Background: an optimization exercise with open tools, aiming at small area. Do not read the settings as production practice.
The RTL was checked by simulation tests, not by an equivalence proof against the original design.

==> v6: inputs <==
==> flow/design.v <==
`timescale 1ns/10ps
package lbus_rx_pkg;
	localparam int seg_count = 4;
	localparam int seg_bytes = 16;
	localparam int mty_width = 4;
	localparam int beat_bytes = seg_count * seg_bytes;
	typedef logic [seg_bytes*8-1:0] seg_data_t;
	typedef logic [seg_bytes-1:0] seg_keep_t;
	typedef logic [mty_width-1:0] seg_mty_t;
	typedef logic [beat_bytes*8-1:0] beat_data_t;
	typedef logic [beat_bytes-1:0] beat_keep_t;
endpackage
`timescale 1ns/10ps
module lbus_seg_decode (
	input logic rx_clk,
	input logic rst_n,
	input logic [lbus_rx_pkg::beat_bytes*8-1:0] rx_lbus_data,
	output logic [lbus_rx_pkg::beat_bytes*8-1:0] beat_data
);
	localparam int seg_bits = lbus_rx_pkg::seg_bytes * 8;
	localparam int seg_count = lbus_rx_pkg::seg_count;
	logic [lbus_rx_pkg::beat_bytes*8-1:0] data_1;
	always_ff @(posedge rx_clk) begin
		for (int k = 0; k < seg_count; k++)
			data_1[(seg_count-1-k)*seg_bits +: seg_bits] <= rx_lbus_data[k*seg_bits +: seg_bits];
		beat_data <= data_1;
	end
endmodule
`timescale 1ns/10ps
`timescale 1ns/10ps
`timescale 1ns/10ps
module lbus_rx_top #(
	parameter int rx_input_reg = 0,
	parameter int big_endian = 1
) (
	input logic rx_clk,
	input logic rst_n,
	input logic [lbus_rx_pkg::seg_count*lbus_rx_pkg::seg_bytes*8-1:0] rx_lbus_data,
	input logic [lbus_rx_pkg::seg_count-1:0] rx_lbus_ena,
	input logic [lbus_rx_pkg::seg_count-1:0] rx_lbus_eop,
	input logic [lbus_rx_pkg::seg_count*lbus_rx_pkg::mty_width-1:0] rx_lbus_mty,
	input logic [lbus_rx_pkg::seg_count-1:0] rx_lbus_err,
	output logic [lbus_rx_pkg::beat_bytes*8-1:0] m_axis_tdata,
	output logic [lbus_rx_pkg::beat_bytes-1:0] m_axis_tkeep,
	output logic m_axis_tlast,
	output logic m_axis_tvalid,
	output logic m_axis_tuser
);
	localparam int seg_count = lbus_rx_pkg::seg_count;
	logic [seg_count-1:0] ena_1, ena_2;
	logic [seg_count*4-1:0] ncnt_1, ncnt_2;
	logic last_1, last_2;
	logic user_2;
	logic err_1;
	logic pkt_err;
	logic any_last;
	logic any_err;
	assign any_last = |(rx_lbus_ena & rx_lbus_eop);
	assign any_err = |(rx_lbus_ena & rx_lbus_err);
	lbus_seg_decode i_decode (
		.rx_clk(rx_clk),
		.rst_n(rst_n),
		.rx_lbus_data(rx_lbus_data),
		.beat_data(m_axis_tdata)
	);
	always_ff @(posedge rx_clk) begin
		for (int k = 0; k < seg_count; k++)
			ncnt_1[4*k +: 4] <= ~(rx_lbus_mty[4*k +: 4] & {4{rx_lbus_eop[k]}});
		last_1 <= any_last;
		ncnt_2 <= ncnt_1;
		last_2 <= last_1;
		user_2 <= last_1 & err_1;
	end
	always_ff @(posedge rx_clk or negedge rst_n) begin
		if (!rst_n) begin
			ena_1 <= '0;
			ena_2 <= '0;
			err_1 <= 1'b0;
		end else begin
			ena_1 <= rx_lbus_ena;
			ena_2 <= ena_1;
			err_1 <= pkt_err | any_err;
		end
	end
	assign pkt_err = !last_1 & err_1;
	for (genvar k = 0; k < seg_count; k++) begin : g_seg
		logic e;
		logic na1, na0, nb1, nb0;
		logic [3:0] ng;  
		logic [2:0] nt;  
		logic [15:0] keep;
		assign e = ena_2[k];
		assign {na1, na0, nb1, nb0} = ncnt_2[4*k +: 4];
		assign ng[0] = ~(e & na1 & na0);
		assign ng[1] = ~(e & na1);
		assign ng[2] = ~(e & (na1 | na0));
		assign ng[3] = ~e;
		assign nt[0] = ~(nb1 & nb0);
		assign nt[1] = ~nb1;
		assign nt[2] = ~(nb1 | nb0);
		for (genvar h = 0; h < 4; h++) begin : g_grp
			for (genvar l = 0; l < 3; l++) begin : g_lane
				if (h == 0) begin : g_first
					assign keep[l] = ~(ng[0] | nt[l]);
				end else begin : g_rest
					assign keep[4*h+l] = ~(ng[h] | (ng[h-1] & nt[l]));
				end
			end
			assign keep[4*h+3] = ~ng[h];
		end
		assign m_axis_tkeep[(seg_count-1-k)*lbus_rx_pkg::seg_bytes +: lbus_rx_pkg::seg_bytes] = keep;
	end
	assign m_axis_tvalid = |ena_2;
	assign m_axis_tlast = last_2;
	assign m_axis_tuser = user_2;
endmodule
==> flow/flow/run.sh <==
#!/bin/bash
# The standard layout, with an area-oriented ABC script in synthesis, the
# port buffers and the clock tree built from small cells. Runs in the standard flow's
# work folder; each tool's output goes to a log here.
set -euo pipefail
cat flow/synth_head.tcl synth_recipe.tcl > area_synth.tcl
export AREA_ABC_SCRIPT="$PWD/flow/area.script"
export BUFFER_PORTS_ARGS="-buffer_cell sky130_fd_sc_hd__buf_1"
export CTS_ARGS="-sink_clustering_enable -repair_clock_nets -dont_use_dummy_load -root_buf sky130_fd_sc_hd__clkbuf_8 -tree_buf sky130_fd_sc_hd__clkbuf_4 -buf_list {sky130_fd_sc_hd__clkbuf_8} -sink_clustering_size 18 -sink_clustering_max_diameter 120"
bash standard.sh "SYNTH_SCRIPT=$PWD/area_synth.tcl" finish > standard.log 2>&1
==> flow/flow/area.script <==
strash
&get -n
&st
&synch2
&if -K 6 -a
&mfs
&st
&dch -f
&nf -a -R 1000
&put
topo
stime -c
==> flow/flow/synth_head.tcl <==
# Prepended to the standard flow's synthesis script: the same synthesis, except that the
# technology mapping uses area.script (an area-oriented ABC script) in place
# of ORFS's own.
proc abc {args} {
  set i [lsearch -exact $args -script]
  if {$i >= 0} { lset args [expr {$i+1}] $::env(AREA_ABC_SCRIPT) }
  yosys abc {*}$args
}
==> flow/standard.sh <==
#!/bin/bash
# synth_recipe.tcl (not shown) runs the flow's synth.tcl, then flattens the netlist and writes it again
# the make line also repeats each setting of config.mk as NAME=value (left out here)
make -C /OpenROAD-flow-scripts/flow DESIGN_CONFIG=/design/flow/config.mk WORK_HOME=/design/flow/orfs CLKGATE_MAP_FILE= SYNTH_SCRIPT=/design/flow/synth_recipe.tcl "${@:-finish}"
==> flow/config.mk <==
export PLATFORM = sky130hd
export DESIGN_NAME = lbus_rx_top
export DESIGN_NICKNAME = lbus_rx_top
export VERILOG_FILES = /design/flow/design.v
export SDC_FILE = /design/flow/constraint.sdc
export NUM_CORES = 4
export LEC_CHECK = 0
export ABC_AREA = 1
export CAP_MARGIN = 20
export CORE_AREA = 5 5 555 125
export DIE_AREA = 0 0 560 130
export SLEW_MARGIN = 20
==> flow/constraint.sdc <==
create_clock -name core_clock -period 3.5 [get_ports {rx_clk}]
set_input_delay 0.7000 -clock core_clock [delete_from_list [all_inputs] [get_ports {rx_clk}]]
set_output_delay 0.7000 -clock core_clock [all_outputs]
set_load 0.01 [all_outputs]
==> inputs of v1, as changes to v6 <==
--- a/flow/design.v
+++ b/flow/design.v
@@ -52,7 +52,8 @@
 	logic last_1, last_2;
-	logic user_2;
-	logic err_1;
+	logic user_1, user_2;
 	logic pkt_err;
+	logic any_valid;
 	logic any_last;
 	logic any_err;
+	assign any_valid = |rx_lbus_ena;
 	assign any_last = |(rx_lbus_ena & rx_lbus_eop);
@@ -69,5 +70,6 @@
 		last_1 <= any_last;
+		user_1 <= any_last & (pkt_err | any_err);
 		ncnt_2 <= ncnt_1;
 		last_2 <= last_1;
-		user_2 <= last_1 & err_1;
+		user_2 <= user_1;
 	end
@@ -77,3 +79,3 @@
 			ena_2 <= '0;
-			err_1 <= 1'b0;
+			pkt_err <= 1'b0;
 		end else begin
@@ -81,6 +83,7 @@
 			ena_2 <= ena_1;
-			err_1 <= pkt_err | any_err;
+			if (any_valid) begin
+				pkt_err <= !any_last & (pkt_err | any_err);
+			end
 		end
 	end
-	assign pkt_err = !last_1 & err_1;
 	for (genvar k = 0; k < seg_count; k++) begin : g_seg
==> flow/flow/run.sh (replaced) <==
#!/bin/bash
# The standard layout, with the port buffers and the clock tree built from
# small cells. Runs in the standard flow's work folder; each tool's output goes to a log here.
set -euo pipefail
export BUFFER_PORTS_ARGS="-buffer_cell sky130_fd_sc_hd__buf_1"
export CTS_ARGS="-sink_clustering_enable -repair_clock_nets -dont_use_dummy_load -root_buf sky130_fd_sc_hd__clkbuf_16 -buf_list {sky130_fd_sc_hd__clkbuf_8} -sink_clustering_size 20 -sink_clustering_max_diameter 90"
bash standard.sh finish > standard.log 2>&1
- CORE_AREA: 5 5 555 125 -> 5 5 385 385
- DIE_AREA: 0 0 560 130 -> 0 0 390 390
removed: flow/flow/area.script
removed: flow/flow/synth_head.tcl
==> inputs of v13, as changes to v6 <==
--- a/flow/design.v
+++ b/flow/design.v
@@ -52,7 +52,8 @@
 	logic last_1, last_2;
-	logic user_2;
-	logic err_1;
+	logic user_1, user_2;
 	logic pkt_err;
+	logic any_valid;
 	logic any_last;
 	logic any_err;
+	assign any_valid = |rx_lbus_ena;
 	assign any_last = |(rx_lbus_ena & rx_lbus_eop);
@@ -69,5 +70,6 @@
 		last_1 <= any_last;
+		user_1 <= any_last & (pkt_err | any_err);
 		ncnt_2 <= ncnt_1;
 		last_2 <= last_1;
-		user_2 <= last_1 & err_1;
+		user_2 <= user_1;
 	end
@@ -77,3 +79,3 @@
 			ena_2 <= '0;
-			err_1 <= 1'b0;
+			pkt_err <= 1'b0;
 		end else begin
@@ -81,6 +83,7 @@
 			ena_2 <= ena_1;
-			err_1 <= pkt_err | any_err;
+			if (any_valid) begin
+				pkt_err <= !any_last & (pkt_err | any_err);
+			end
 		end
 	end
-	assign pkt_err = !last_1 & err_1;
 	for (genvar k = 0; k < seg_count; k++) begin : g_seg
--- a/flow/flow/run.sh
+++ b/flow/flow/run.sh
@@ -8,3 +8,3 @@
 export BUFFER_PORTS_ARGS="-buffer_cell sky130_fd_sc_hd__buf_1"
-export CTS_ARGS="-sink_clustering_enable -repair_clock_nets -dont_use_dummy_load -root_buf sky130_fd_sc_hd__clkbuf_8 -tree_buf sky130_fd_sc_hd__clkbuf_4 -buf_list {sky130_fd_sc_hd__clkbuf_8} -sink_clustering_size 18 -sink_clustering_max_diameter 120"
+export CTS_ARGS="-sink_clustering_enable -repair_clock_nets -dont_use_dummy_load -root_buf sky130_fd_sc_hd__clkbuf_16 -buf_list {sky130_fd_sc_hd__clkbuf_8} -sink_clustering_size 18 -sink_clustering_max_diameter 120 -distance_between_buffers 2000"
 bash standard.sh "SYNTH_SCRIPT=$PWD/area_synth.tcl" finish > standard.log 2>&1
==> inputs of v33, as changes to v6 <==
==> flow/design.v, changed modules only <==
module lbus_rx_top #(
	parameter int rx_input_reg = 0,
	parameter int big_endian = 1
) (
	input logic rx_clk,
	input logic rst_n,
	input logic [lbus_rx_pkg::seg_count*lbus_rx_pkg::seg_bytes*8-1:0] rx_lbus_data,
	input logic [lbus_rx_pkg::seg_count-1:0] rx_lbus_ena,
	input logic [lbus_rx_pkg::seg_count-1:0] rx_lbus_eop,
	input logic [lbus_rx_pkg::seg_count*lbus_rx_pkg::mty_width-1:0] rx_lbus_mty,
	input logic [lbus_rx_pkg::seg_count-1:0] rx_lbus_err,
	output logic [lbus_rx_pkg::beat_bytes*8-1:0] m_axis_tdata,
	output logic [lbus_rx_pkg::beat_bytes-1:0] m_axis_tkeep,
	output logic m_axis_tlast,
	output logic m_axis_tvalid,
	output logic m_axis_tuser
);
	localparam int seg_count = lbus_rx_pkg::seg_count;
	logic [seg_count-1:0] ena_1, ena_2;
	logic [seg_count*4-1:0] cnt_1, cnt_2;
	logic last_1, last_2;
	logic user_1, user_2;
	logic pkt_err;
	logic any_valid;
	logic any_last;
	logic any_err;
	assign any_valid = |rx_lbus_ena;
	assign any_last = |(rx_lbus_ena & rx_lbus_eop);
	assign any_err = |(rx_lbus_ena & rx_lbus_err);
	lbus_seg_decode i_decode (
		.rx_clk(rx_clk),
		.rst_n(rst_n),
		.rx_lbus_data(rx_lbus_data),
		.beat_data(m_axis_tdata)
	);
	always_ff @(posedge rx_clk) begin
		for (int k = 0; k < seg_count; k++)
			cnt_1[4*k +: 4] <= rx_lbus_mty[4*k +: 4] & {4{rx_lbus_eop[k]}};
		last_1 <= any_last;
		user_1 <= any_last & (pkt_err | any_err);
		cnt_2 <= cnt_1;
		last_2 <= last_1;
		user_2 <= user_1;
	end
	always_ff @(posedge rx_clk or negedge rst_n) begin
		if (!rst_n) begin
			ena_1 <= '0;
			ena_2 <= '0;
			pkt_err <= 1'b0;
		end else begin
			ena_1 <= rx_lbus_ena;
			ena_2 <= ena_1;
			if (any_valid) begin
				pkt_err <= !any_last & (pkt_err | any_err);
			end
		end
	end
	for (genvar k = 0; k < seg_count; k++) begin : g_seg
		for (genvar j = 0; j < lbus_rx_pkg::seg_bytes; j++) begin : g_lane
			assign m_axis_tkeep[(seg_count-1-k)*lbus_rx_pkg::seg_bytes + j] =
				ena_2[k] & (cnt_2[4*k +: 4] <= 4'(j));
		end
	end
	assign m_axis_tvalid = |ena_2;
	assign m_axis_tlast = last_2;
	assign m_axis_tuser = user_2;
endmodule
==> flow/flow/run.sh (replaced) <==
#!/bin/bash
# The standard layout, with the port buffers and the clock tree built from
# small cells. Runs in the standard flow's work folder; each tool's output goes to a log here.
set -euo pipefail
export BUFFER_PORTS_ARGS="-buffer_cell sky130_fd_sc_hd__buf_1"
export CTS_ARGS="-sink_clustering_enable -repair_clock_nets -dont_use_dummy_load -buf_list {sky130_fd_sc_hd__clkbuf_4 sky130_fd_sc_hd__clkbuf_8} -sink_clustering_size 20 -sink_clustering_max_diameter 60"
bash standard.sh finish > standard.log 2>&1
- ABC_AREA: 1 -> unset
- CORE_AREA: 5 5 555 125 -> 5 5 265 265
- DIE_AREA: 0 0 560 130 -> 0 0 270 270
removed: flow/flow/area.script
removed: flow/flow/synth_head.tcl
==> comparison table <==
|  | v13 | v33 | v1 | v6 |
|---|---|---|---|---|
| Total area of multi-input combinational cells | 460 sq um | - | 472 sq um | 462 sq um |
| Post-CTS Hold Buffers | 0 | - | 1 | 257 |
| Deepest clock path buffer count | 3 | - | 3 | 3 |
| FILL cells | 5983 | - | 15588 | 5833 |
| Reg-to-reg setup timing slack | 2680 ps | - | 2670 ps | 2430 ps |
| Simple-gate share of the synthesized area | 0.0100 | 0.0130 | 0.0148 | 0.0105 |
| End of the worst register-to-register path | user_1 | - | pkt_err | err_1 |
| Outcome | finished clean | aborted with a tool error | finished clean | finished clean |
| Stage where the flow stopped | - | I/O pin placement | - | - |
| Most Crowded Layer GR | met1 | - | met2 | met1 |
| Vias in the first global route | 12888 | - | 13589 | 14385 |
| FMAX | 0.373 GHz | - | 0.334 GHz | 0.362 GHz |
| Clock period minus final worst setup slack | 2680 ps | - | 2990 ps | 2770 ps |
| Total half-perimeter wirelength after legalization and detailed placement | 89500 um | - | 90800 um | 77600 um |

[static timing again, ports no longer ideal]
How much do the figures lean on ideal ports? The routed layouts below were timed once more, with nothing changed but the port constraints.
Step 1 assumes that a clkbuf_16 drives the clock port and a buf_2 every other input.
Step 2 adds t to the input delays and takes it off the output delays; t is the mean of the earliest and latest rising clock arrival at the registers after step 1. Input paths then give back, and output paths get back, about the clock's delay inside the block.
Three values: ideal ports, drivers, drivers and shift; two values: the first two.
run | t, ns | setup WS [ns] | worst data-port slew with drivers (ns)
v6 | 0.746 | 0.734 / 0.693 / 1.439 | 0.26
v1 | 0.652 | 0.508 / 0.449 / 1.101 | 0.34
v13 | 0.636 | 0.817 / 0.769 / 1.405 | 0.36
After both steps setup and hold are still met in every run listed.
